Source: an optimization exercise on an open RTL-to-GDS flow (aim: small area, a short achievable clock period and few clock cycles per item). Production flows keep margins and buffers that such runs may drop.
In this exercise RTL edits were held to simulation tests only and were not proved equivalent to the original.

## flow/design.v (module list and top-level ports; edited modules follow where they fit)
// module tecr_mul_a: 807 lines
// module tecr_mul_p: 1661 lines
// module tecr_color: 908 lines
// module terrain_elevation_color_ramp_top: 225 lines
module terrain_elevation_color_ramp_top (
    input  logic        aclk,
    input  logic        aresetn,
    input  logic        s_tvalid,
    output logic        s_tready,
    input  logic [31:0] s_tdata,
    output logic        m_tvalid,
    input  logic        m_tready,
    output logic [23:0] m_tdata,
    input  logic        psel,
    input  logic        penable,
    input  logic        pwrite,
    input  logic [2:0]  paddr,
    input  logic [31:0] pwdata,
    output logic [31:0] prdata,
    output logic        pready
);
  // ...
==> flow/flow/run.sh <==
#!/bin/bash
# The standard layout, with timing repair aimed at a 6.0 ns period instead
# of the 13.5 ns clock (the constraints themselves are unchanged), and port
# buffers that can drive their loads
set -euo pipefail
bash standard.sh SETUP_SLACK_MARGIN=7.5 \
    "BUFFER_PORTS_ARGS=-buffer_cell sky130_fd_sc_hd__buf_4" \
    finish > flow_make.log 2>&1
==> flow/standard.sh <==
#!/bin/bash
# synth_recipe.tcl (not shown) runs the flow's synth.tcl, then flattens the netlist and writes it again
# the make line also repeats each setting of config.mk as NAME=value (left out here)
make -C /OpenROAD-flow-scripts/flow DESIGN_CONFIG=/design/flow/config.mk WORK_HOME=/design/flow/orfs CLKGATE_MAP_FILE= SYNTH_SCRIPT=/design/flow/synth_recipe.tcl "${@:-finish}"
==> flow/config.mk <==
export PLATFORM = sky130hd
export DESIGN_NAME = terrain_elevation_color_ramp_top
export DESIGN_NICKNAME = terrain_elevation_color_ramp_top
export VERILOG_FILES = /design/flow/design.v
export SDC_FILE = /design/flow/constraint.sdc
export NUM_CORES = 4
export LEC_CHECK = 0
export ABC_AREA = 1
export CAP_MARGIN = 20
export CORE_MARGIN = 2
export CORE_UTILIZATION = 40
export SLEW_MARGIN = 20
export TNS_END_PERCENT = 20
==> flow/constraint.sdc <==
create_clock -name core_clock -period 13.5 [get_ports {aclk}]
set_input_delay 2.7000 -clock core_clock [delete_from_list [all_inputs] [get_ports {aclk}]]
set_output_delay 2.7000 -clock core_clock [all_outputs]
set_load 0.01 [all_outputs]
==> out/results.tsv, run 1 <==
stage	metric	value	unit
run_status	status	timing/DRC/antenna clean	
timing	Slew HR	30.7	%
clocking	Post-CTS Setup Repair Bufs	6	
finish	Top reg by flops	drx	
global_routing	largest net degree at the start of global routing	197	
finish	CLK BUF	91	
worst_setup_path	Reg2Reg Capture Point	x3[23]	
global_routing	vias in the first global route	56770	
synth	mux cell area share after synthesis	0.0467	%
finish	most common cell after layout, fill and taps aside	nand2_1	
synth	Yosys top cell area share	25.6	%
finish	cell area after layout	73500	µm²
detailed_routing	Wirelength per Cell	19.5	µm
synth	EDFF count, synth	571	
detailed_routing	Routed WL	205000	µm
worst_setup_path	FF-to-FF path depth	20	
finish	Largest register FFs	240	
placed_design	post-DP HPWL	151000	µm
finish	Filler cells	16540	
clocking	cts bufs inserted	76	
placed_design	Routability Congestion	0.945	
synth	largest family of logic cells by synthesized area	adder cells	
placed_design	PortBufs	97	
detailed_routing	DR top layer	met4	
synth	Yosys top cell by area	edfxtp_1	
timing	final hold violations	0	
clocking	clock root buffer	clkbuf_16	
worst_setup_path	slowest cell on the critical path	o21ai_0	
detailed_routing	Residual DRC	0	
finish	Area growth syn-to-layout	9.91	%
clocking	TritonCTS clock tree	built	
worst_setup_path	Worst path max stage delay	300	ps
global_routing	gr ovfl total	0	
worst_setup_path	required time of the critical path	10800	ps
die	core region area	167000	µm²
Testbench counts, summed over its fixed seeds: cycles 16,488, items 16,384.
==> inputs of run 2 (changes only) <==
--- a/flow/config.mk
+++ b/flow/config.mk
@@ -9,5 +9,7 @@
 export CAP_MARGIN = 20
 export CORE_MARGIN = 2
 export CORE_UTILIZATION = 40
+export CTS_BUF_LIST = sky130_fd_sc_hd__clkbuf_8
+export CTS_CLUSTER_DIAMETER = 100
+export CTS_CLUSTER_SIZE = 12
 export SLEW_MARGIN = 20
-export TNS_END_PERCENT = 20
==> run 2 against run 1 <==
  * Still clean
  * Hold slack improved by 14 ps
  * Area after synthesis unchanged
  * Sequential share of layout area increased by 0.43 points
  * Global-route usage decreased by 0.44 points
  * Final area decreased by 1.7%
  * Cell count decreased by 0.40%
  * Wire length decreased by 1.7%
  * Maximum frequency increased by 1.4%
  * Register-to-register slack improved by 20 ps
  * Non-clock buffer count decreased by 11
  * Critical endpoint unchanged
  * Largest cell class unchanged
==> out/results.tsv, run 2 <==
stage	metric	value	unit	change
timing	RSZ-0062 raised after global routing	yes		unchanged
die	DIE AREA	171000	µm²	unchanged
synth	top_reg_cell synth	edfxtp_1		unchanged
die	initial core utilization	40.2	%	unchanged
global_routing	GR Util met2	38.3	%	was 39.1%
die	core region area	167000	µm²	unchanged
clocking	cts bufs inserted	67		was 76
synth	Syn Inst Count	8222		unchanged
global_routing	grt peak-use layer	met2		unchanged
die	Die Y	413	µm	unchanged
die	row count	150		unchanged
detailed_routing	Routed WL	202000	µm	was 205000 µm
clocking	clock root buffer	clkbuf_8		was clkbuf_16
worst_setup_path	Critical Path Fanout Max	34		unchanged
synth	Yosys top cell area share	25.6	%	unchanged
timing	final hold violations	0		unchanged
finish	most common cell after layout, fill and taps aside	nand2_1		unchanged
timing	Post-Route Setup TNS	0	ps	unchanged
run	Max Cap Viol	0		unchanged
finish	final core utilization	43.4	%	was 44.1%
finish	Top Registers	drx x240, dc x120, x3 x37		unchanged
synth	Async S/R FF share, synth	0	%	unchanged
die	Die X	413	µm	unchanged
timing	fin crit period	5970	ps	was 6050 ps
synth	Yosys top cell by area	edfxtp_1		unchanged
timing	transition time of the tightest slew-check pin	1030	ps	was 1040 ps
finish	fin cells	10494		was 10536
synth	average size of a mapped cell	8.14	µm²	unchanged
placed_design	Routability Congestion	0.955		was 0.945
finish	Largest register FFs	240		unchanged
worst_setup_path	required time of the critical path	10800	ps	about the same
finish	Top reg by flops	drx		unchanged
finish	Final Net Count	9309		was 9329
finish	Area growth syn-to-layout	8.04	%	was 9.91%
placed_design	PortBufs	97		unchanged
worst_setup_path	CP startpoint kind	input pin		unchanged
clocking	cts hold-fix bufs	0		unchanged
clocking	H-tree depth	3		unchanged
synth	count of cell types in the netlist	64		unchanged
placed_design	Placed Instances	10338		was 10340
detailed_routing	DR vias	57417		was 58221
die	Ports	133		unchanged
synth	Synth top cells by count	nand2_1, inv_1, ha_1, xor2_1, a21oi_1		unchanged
global_routing	largest net degree at the start of global routing	154		was 197
synth	most common cell in the netlist	nand2_1		unchanged
global_routing	gr ovfl total	0		unchanged
min_path	Hold Crit Class	register to register		unchanged
synth	post-synthesis sequential area ratio	27.6	%	unchanged
global_routing	vias in the first global route	56027		was 56770
global_routing	antenna violations before repair	2		was 0
timing	period utilisation layout	44.2	%	was 44.8%
clocking	Worst-path clk slew	80	ps	was 60 ps
global_routing	gr usage total	23.2	%	was 23.6%
detailed_routing	Initial DRT Pass Iterations	6		unchanged
detailed_routing	Iter 0 DRT Violations	5018		was 5034
detailed_routing	vias per std cell	5.47		was 5.53
clocking	clk buf depth	3		unchanged
detailed_routing	Residual DRC	0		unchanged
timing	Clock Skews	84.2	ps	was 65.9 ps
detailed_routing	Routed Antenna Nets	0		unchanged
synth	synthesized area	66900	µm²	unchanged
worst_setup_path	Critical Path Sink Type	output port		unchanged
finish	share of cells above drive strength 1	6.90	%	was 7.06%
synth	EDFF count, synth	571		unchanged
finish	Filler cells	16663		was 16540
clocking	TritonCTS clock tree	built		unchanged
placed_design	post-DP HPWL	150000	µm	was 151000 µm
finish	Register Area	18500	µm²	unchanged
finish	area of the multi-input gates	43300	µm²	about the same
worst_setup_path	crit path kind	input pin to output port		unchanged
finish	most frequent cells in the layout	nand2_1, inv_1, ha_1, xor2_1, edfxtp_1		unchanged
timing	Setup-failing EPs final	0		unchanged
clocking	clock latency on the worst-skew pair	790	ps	was 690 ps
global_routing	first-pass GRT wire length	313000	µm	was 320000 µm
worst_setup_path	Critical Path AT	3270	ps	was 3350 ps
timing	Slew HR	31.0	%	was 30.7%
synth	#FFs+latches synth	638		unchanged
global_routing	grt met1 use	30.8	%	was 31.5%
detailed_routing	Wirelength per Cell	19.2	µm	was 19.5 µm
clocking	CTS Sinks	638		unchanged
global_routing	met3 usage	3.62	%	was 3.25%
synth	YS warnings	7		unchanged
timing	max frequency	0.168	GHz	was 0.165 GHz
placed_design	dpl ws	6640	ps	was 6890 ps
synth	synth top area cells	edfxtp_1, ha_1, fa_1		unchanged
timing	Worst Setup Slack, final	7530	ps	was 7450 ps
timing	Max Slew Vio Count	0		unchanged
run_status	status	timing/DRC/antenna clean		unchanged
==> run 2: worst paths after layout <==
| path | from | end | slack [ps] | depth (start not counted) |
|---|---|---|---|---|
| min reg2reg | dc[7][5] | dc[8][5] | 390 | 0 |
| max reg2reg | r2[1] | x3[30] | 7600 | 23 |
| min | dc[7][5] | dc[8][5] | 390 | 0 |
| max | paddr[2] | prdata[0] | 7530 | 4 |
==> run 2: repair_timing <==
action,CTS,global route
gates cloned,1,5
endpoints found under the setup margin,63,71
buffers inserted,12,30
resized for setup,49,135
pin swaps,1,6
==> run 2: stage by stage <==
stage | hold WS [ps] | cell area [µm²]
floorplan | 400 | 67000
global placement | 401 | 69900
detailed placement | 405 | 69900
CTS | 382 | 71400
global route | 391 | 72300
finish | 386 | 72300
==> run 2: layout make-up <==
type,instances,area share [%]
diodes,4,0.0138
clock buffers,68,1.29
clock inverters,36,0.369
inverters,1168,6.18
multi-input cells,6141,59.9
flip-flops and latches,638,25.6
well taps,2204,3.81
repair buffers,233,2.85
repair inverters,2,0.0138
==> run 2: kinds of logic after synthesis <==
kind of cell               share of synthesized area, %
xor gates and xnor gates                           9.79
muxes                                            0.0467
adders and majority gates                          22.6
and+or+nand+nor                                    15.7
DFF                                                27.6
other                                            0.0112
AOI/OAI and AO/OA                                  15.8
buffers and inverters                              8.47
==> run 2: layer usage <==
layer  vias up  part of all wire (%)
li1      27709                     -
met1     27368                    44
met2      1929                    46
met3       409                   6.5
met4         2                   3.5
met5         -                 0.029
==> run 2: critical path: stages <==
cell     delay [ps]
buf_12          150
nand2_1          80
o21ai_1         170
buf_4           160
==> inputs of run 3 (changes only) <==
==> flow/flow/run.sh (replaced) <==
#!/bin/bash
# The standard layout, with timing repair aimed at a 5.9 ns period instead
# of the 13.5 ns clock (the constraints themselves are unchanged), and port
# buffers that can drive their loads
set -euo pipefail
bash standard.sh SETUP_SLACK_MARGIN=7.6 \
    "BUFFER_PORTS_ARGS=-buffer_cell sky130_fd_sc_hd__buf_4" \
    finish > flow_make.log 2>&1
==> run 3 against run 2 <==
  * Hold slack got worse by 61 ps
  * Critical path depth is 1 lower
  * Final area rose by 1.2%
  * Cell count is 0.46% higher
  * Largest cell class unchanged
  * Still clean on timing, DRC and antenna
==> out/results.tsv, run 3 <==
stage	metric	value	unit	change
detailed_routing	Routed Antenna Nets	0		unchanged
synth	most common cell in the netlist	nand2_1		unchanged
detailed_routing	Iter 0 DRT Violations	5198		was 5018
finish	most frequent cells in the layout	nand2_1, inv_1, xor2_1, ha_1, edfxtp_1		was nand2_1, inv_1, ha_1, xor2_1, edfxtp_1
synth	Yosys top cell by area	edfxtp_1		unchanged
synth	count of cell types in the netlist	64		unchanged
clocking	TritonCTS clock tree	built		unchanged
worst_setup_path	crit path kind	input pin to output port		unchanged
synth	synth top area cells	edfxtp_1, ha_1, fa_1		unchanged
global_routing	largest net degree at the start of global routing	206		was 154
finish	cell area after layout	73100	µm²	was 72300 µm²
global_routing	gr ovfl total	0		unchanged
timing	transition time of the tightest slew-check pin	1040	ps	was 1030 ps
finish	share of cells above drive strength 1	8.09	%	was 6.90%
clocking	cts bufs inserted	61		was 67
clocking	clock root buffer	clkbuf_8		unchanged
synth	Synth top cells by count	nand2_1, inv_1, ha_1, xor2_1, a21oi_1		unchanged
timing	Clock Skews	99.7	ps	was 84.2 ps
clocking	H-tree depth	2		was 3
synth	Async S/R FF share, synth	0	%	unchanged
synth	average size of a mapped cell	8.14	µm²	unchanged
finish	Final Net Count	9355		was 9309
clocking	Worst-path clk slew	90	ps	was 80 ps
synth	YS warnings	7		unchanged
clocking	CTS Sinks	638		unchanged
global_routing	first-pass GRT wire length	319000	µm	was 313000 µm
finish	most common cell after layout, fill and taps aside	nand2_1		unchanged
detailed_routing	DR vias	58310		was 57417
die	row count	150		unchanged
clocking	clk buf depth	3		unchanged
placed_design	dpl ws	6850	ps	was 6640 ps
worst_setup_path	CP startpoint kind	input pin		unchanged
worst_setup_path	required time of the critical path	10800	ps	about the same
synth	#FFs+latches synth	638		unchanged
clocking	clock latency on the worst-skew pair	830	ps	was 790 ps
detailed_routing	Routed WL	208000	µm	was 202000 µm
timing	Setup-failing EPs final	0		unchanged
timing	RSZ-0062 raised after global routing	yes		unchanged
placed_design	PortBufs	97		unchanged
global_routing	antenna violations before repair	3		was 2
timing	Slew HR	30.7	%	was 31.0%
finish	final core utilization	43.9	%	was 43.4%
synth	Syn Inst Count	8222		unchanged
finish	Largest register FFs	240		unchanged
synth	EDFF count, synth	571		unchanged
worst_setup_path	Critical Path Fanout Max	17		was 34
worst_setup_path	Critical Path AT	3200	ps	was 3270 ps
placed_design	Routability Congestion	0.947		was 0.955
synth	top_reg_cell synth	edfxtp_1		unchanged
detailed_routing	Wirelength per Cell	19.7	µm	was 19.2 µm
finish	Area growth syn-to-layout	9.30	%	was 8.04%
global_routing	gr usage total	23.8	%	was 23.2%
timing	period utilisation layout	43.7	%	was 44.2%
die	Die Y	413	µm	unchanged
timing	fin crit period	5900	ps	was 5970 ps
detailed_routing	Residual DRC	0		unchanged
die	DIE AREA	171000	µm²	unchanged
synth	Yosys top cell area share	25.6	%	unchanged
min_path	Hold Crit Class	register to register		unchanged
timing	final hold violations	0		unchanged
placed_design	Placement Cell Area	70000	µm²	was 69900 µm²
clocking	cts hold-fix bufs	0		unchanged
timing	Worst Setup Slack, final	7600	ps	was 7530 ps
finish	Top Registers	drx x240, dc x120, x3 x37		unchanged
die	core region area	167000	µm²	unchanged
timing	Max Slew Vio Count	0		unchanged
timing	Post-Route Setup TNS	0	ps	unchanged
timing	max frequency	0.170	GHz	was 0.168 GHz
detailed_routing	vias per std cell	5.53		was 5.47
run_status	status	timing/DRC/antenna clean		unchanged
die	Die X	413	µm	unchanged
finish	Top reg by flops	drx		unchanged
worst_setup_path	Critical Path Sink Type	output port		unchanged
detailed_routing	Initial DRT Pass Iterations	6		unchanged
synth	synthesized area	66900	µm²	unchanged
run	Max Cap Viol	0		unchanged
synth	post-synthesis sequential area ratio	27.6	%	unchanged
global_routing	vias in the first global route	56508		was 56027
placed_design	post-DP HPWL	153000	µm	was 150000 µm
die	Ports	133		unchanged
die	initial core utilization	40.2	%	unchanged
-- run 3: cell counts after synthesis --
Identical to the previous run, type by type.
-- run 3: repair_timing --
action                     CTS  global route
setup buffers               16            66
gates cloned                 4             8
pin swaps                    4            24
setup endpoints to repair   73           103
resized for setup           90           212
-- run 3: cell type report --
type / count / area [µm²]
multi-input combinational: 6143 / 43700
timing repair inverter: 1 / 5.00
clock buffer: 62 / 853
inverter: 1168 / 4500
timing repair buffer: 284 / 2610
antenna: 3 / 7.51
clock inverter: 39 / 228
sequential: 638 / 18500
tap: 2204 / 2760
fill: 16554 / 93500
-- run 3: worst paths after layout --
check	slack, ps	endpoint	cells past startpoint	startpoint
hold reg to reg	330	dc[2][7]	0	dc[1][7]
setup reg to reg	7740	x3[25]	26	r2[1]
hold / removal	330	dc[2][7]	0	dc[1][7]
setup / recovery	7600	prdata[7]	3	paddr[2]
-- run 3: worst max-delay path, cell delays in order --
cell and delay [ps]:
clkbuf_16 160, o21ai_1 180, buf_4 150
-- run 3: through the flow --
stage | instances | hold WS (ps)
3_5_place_dp | 10344 | 405
2_1_floorplan | 8237 | 400
6_report | 10542 | 325
5_1_grt | 10542 | 343
4_1_cts | 10465 | 331
3_3_place_gp | 10344 | 401
-- run 3: logic make-up (layout without fill, tap and decap cells) --
group | after synthesis | after routing | synth area share [%]
compound gates | 1844 | 1844 | 15.8
fa+ha+maj | 984 | 984 | 22.6
buf+inv | 1458 | 1554 | 8.47
other cells | 2 | 20 | 0.0112
flops | 638 | 638 | 27.6
simple gates | 2545 | 2547 | 15.7
mux | 3 | 3 | 0.0467
xor+xnor | 748 | 748 | 9.79
-- run 3: routing by layer --
layer	wire, µm	track usage (%)	share of wire, %
met5	11	0	0.0053
met4	7920	8.26	3.8
met3	14300	3.44	6.9
met2	96000	39.3	46
met1	89700	31.6	43
==> inputs of run 4 (changes only) <==
==> flow/flow/run.sh (replaced) <==
#!/bin/bash
# The standard layout, with timing repair aimed at a 5.8 ns period instead
# of the 13.5 ns clock (the constraints themselves are unchanged), and port
# buffers that can drive their loads
set -euo pipefail
bash standard.sh SETUP_SLACK_MARGIN=7.7 \
    "BUFFER_PORTS_ARGS=-buffer_cell sky130_fd_sc_hd__buf_4" \
    finish > flow_make.log 2>&1
==> run 4 against run 3 <==
  * Maximum frequency is 0.95% lower
  * Final area is 1.8% higher
  * Cell count is 0.33% higher
  * Die area stayed put
  * Non-clock buffer count is 39 higher
  * Critical path depth is 1 higher
==> out/results.tsv, run 4 <==
stage	metric	value	unit	change
detailed_routing	Residual DRC	0		unchanged
die	Ports	133		unchanged
synth	Syn Inst Count	8222		unchanged
finish	Area growth syn-to-layout	11.2	%	was 9.30%
timing	Worst Setup Slack, final	7540	ps	was 7600 ps
synth	synthesized area	66900	µm²	unchanged
worst_setup_path	required time of the critical path	10800	ps	about the same
synth	most common cell in the netlist	nand2_1		unchanged
run	Max Cap Viol	0		unchanged
detailed_routing	Initial DRT Pass Iterations	6		unchanged
synth	average size of a mapped cell	8.14	µm²	unchanged
detailed_routing	DR vias	58712		was 58310
worst_setup_path	Worst path max stage delay	160	ps	was 180 ps
die	initial core utilization	40.2	%	unchanged
worst_setup_path	crit path kind	input pin to output port		unchanged
clocking	Worst-path clk slew	80	ps	was 90 ps
worst_setup_path	slowest cell on the critical path	o21ai_4		was o21ai_1
clocking	cts hold-fix bufs	0		unchanged
finish	most frequent cells in the layout	nand2_1, inv_1, xor2_1, edfxtp_1, ha_1		was nand2_1, inv_1, xor2_1, ha_1, edfxtp_1
run_status	status	timing/DRC/antenna clean		unchanged
timing	max frequency	0.168	GHz	was 0.170 GHz
placed_design	PortBufs	97		unchanged
finish	Top Registers	drx x240, dc x120, x3 x37		unchanged
timing	transition time of the tightest slew-check pin	1000	ps	was 1040 ps
synth	post-synthesis sequential area ratio	27.6	%	unchanged
synth	Yosys top cell area share	25.6	%	unchanged
finish	most common cell after layout, fill and taps aside	nand2_1		unchanged
clocking	clk buf depth	3		unchanged
clocking	clock latency on the worst-skew pair	770	ps	was 830 ps
timing	Setup-failing EPs final	0		unchanged
worst_setup_path	Critical Path Fanout Max	7		was 17
clocking	TritonCTS clock tree	built		unchanged
timing	RSZ-0062 raised after global routing	yes		unchanged
clocking	cts bufs inserted	66		was 61
finish	Largest register FFs	240		unchanged
timing	Post-Route Setup TNS	0	ps	unchanged
global_routing	largest net degree at the start of global routing	108		was 206
min_path	Hold Crit Class	register to register		unchanged
global_routing	vias in the first global route	56893		was 56508
placed_design	dpl ws	6820	ps	was 6850 ps
global_routing	gr usage total	23.5	%	was 23.8%
worst_setup_path	CP Cell Sequence	buf_16 -> buf_12 -> o21ai_4 -> buf_6		was clkbuf_16 -> o21ai_1 -> buf_4
detailed_routing	vias per std cell	5.55		was 5.53
synth	EDFF count, synth	571		unchanged
die	core region area	167000	µm²	unchanged
timing	Clock Skews	83.8	ps	was 99.7 ps
clocking	CTS Sinks	638		unchanged
synth	Yosys top cell by area	edfxtp_1		unchanged
placed_design	Routability Congestion	0.950		was 0.947
finish	Filler cells	16401		was 16554
clocking	clock root buffer	clkbuf_8		unchanged
die	DIE AREA	171000	µm²	unchanged
detailed_routing	Routed WL	207000	µm	was 208000 µm
synth	#FFs+latches synth	638		unchanged
die	row count	150		unchanged
global_routing	antenna violations before repair	2		was 3
timing	Slew HR	32.8	%	was 30.7%
synth	synth top area cells	edfxtp_1, ha_1, fa_1		unchanged
worst_setup_path	Critical Path AT	3260	ps	was 3200 ps
timing	period utilisation layout	44.1	%	was 43.7%
detailed_routing	Routed Antenna Nets	0		unchanged
finish	Top reg by flops	drx		unchanged
detailed_routing	Iter 0 DRT Violations	5185		was 5198
synth	YS warnings	7		unchanged
timing	Max Slew Vio Count	0		unchanged
worst_setup_path	Worst R2R Start	r2[13]		was r2[1]
placed_design	post-DP HPWL	151000	µm	was 153000 µm
synth	Async S/R FF share, synth	0	%	unchanged
worst_setup_path	Critical Path Sink Type	output port		unchanged
global_routing	first-pass GRT wire length	317000	µm	was 319000 µm
global_routing	gr ovfl total	0		unchanged
timing	final hold violations	0		unchanged
worst_setup_path	CP startpoint kind	input pin		unchanged
detailed_routing	Wirelength per Cell	19.6	µm	was 19.7 µm
synth	top_reg_cell synth	edfxtp_1		unchanged
min_path	Hold Startpoint	dc[1][6]		was dc[1][7]
synth	count of cell types in the netlist	64		unchanged
timing	fin crit period	5960	ps	was 5900 ps
finish	Final Net Count	9399		was 9355
finish	share of cells above drive strength 1	9.61	%	was 8.09%
worst_setup_path	CP startpoint	paddr[2]		unchanged
die	Die Y	413	µm	unchanged
synth	Synth top cells by count	nand2_1, inv_1, ha_1, xor2_1, a21oi_1		unchanged
die	Die X	413	µm	unchanged
clocking	H-tree depth	3		was 2
[run 4: cell counts after synthesis]
Identical to the previous run, type by type.
[run 4: logic make-up (layout without fill, tap and decap cells)]
logic type	Yosys count	after routing	synth area share (%)
and+or+nand+nor	2545	2548	15.7
xor gates and xnor gates	748	748	9.79
DFF	638	638	27.6
other	2	20	0.0112
AOI/OAI and AO/OA	1844	1844	15.8
buffers and inverters	1458	1588	8.47
adders and majority gates	984	984	22.6
muxes	3	3	0.0467
[run 4: layout make-up]
cell class / count / area, µm² / share of cell area, %
antenna: 3 / 7.51 / 0.0101
clock buffer: 69 / 950 / 1.28
clock inverter: 28 / 183 / 0.245
inverter: 1168 / 4530 / 6.09
multi-input combinational: 6144 / 44400 / 59.6
sequential: 638 / 18500 / 24.8
tap: 2204 / 2760 / 3.70
timing repair buffer: 323 / 3170 / 4.26
[run 4: worst paths after layout]
path	slack [ps]	cells past startpoint	to
worst max-delay path	7540	4	prdata[15]
worst min-delay path	380	0	dc[2][6]
worst max register to register	7770	26	x3[29]
worst min register to register	380	0	dc[2][6]
[run 4: through the flow]
step	area, µm²	utilization, %	hold slack [ps]	cells
2_1_floorplan	67100	-	400	8237
3_3_place_gp	70000	42.0	401	10341
3_5_place_dp	70000	42.0	405	10342
4_1_cts	72500	43.5	384	10491
5_1_grt	74400	44.7	406	10577
6_report	74400	44.7	381	10577
[run 4: timing repair]
| item | in CTS | in global routing |
|---|---|---|
| pin swaps | 20 | 52 |
| endpoints found under the hold margin | 0 | 0 |
| buffers inserted | 42 | 74 |
| setup endpoints to repair | 93 | 159 |
| gates cloned | 10 | 9 |
| resized for setup | 193 | 274 |
[run 4: layer usage]
| metal | GRT usage [%] | wire (µm) | up-vias |
|---|---|---|---|
| li1 | - | - | 27879 |
| met1 | 30.6 | 87800 | 27989 |
| met2 | 39.2 | 95600 | 2338 |
| met3 | 3.57 | 15100 | 506 |
| met4 | 8.91 | 8450 | 0 |
| met5 | 0 | 0 | - |
[run 4: worst max-delay path: cells and delay by family]
kind	cells	cell delay [ps]
buffers and inverters	3	390
AOI/OAI and AO/OA	1	160

[static timing again, ports no longer ideal]
No port has a modelled driver above. Below, the same layouts with a new extraction and two added sets of constraints.
Step 1, drivers: a clkbuf_16 drives aclk and a buf_2 each remaining input, both assumed.
Step 2 also shifts input and output timing later by t, the mid clock arrival at the registers, as if the neighbouring blocks saw the same clock.
Three values: no drivers, after step 1, after step 2; two values: the first two.
| run | t (ns) | slack for setup (ns) | hold slack, ns | worst register clock-pin slew, ns |
|---|---|---|---|---|
| run 1 | 0.735 | 7.449 / 7.418 / 7.418 | 0.373 / 0.373 / 0.373 | 0.07 / 0.07 |
| run 2 | 0.822 | 7.534 / 7.473 / 7.473 | 0.386 / 0.386 / 0.386 | 0.10 / 0.10 |
| run 3 | 0.855 | 7.601 / 7.509 / 7.509 | 0.325 / 0.325 / 0.325 | 0.11 / 0.11 |
| run 4 | 0.803 | 7.545 / 7.284 / 7.284 | 0.381 / 0.381 / 0.381 | 0.11 / 0.11 |
After both steps every run listed still meets setup and hold. For run 4, which loses most, drivers alone change the setup slack by -0.261 ns; drivers and shift together by -0.261 ns.
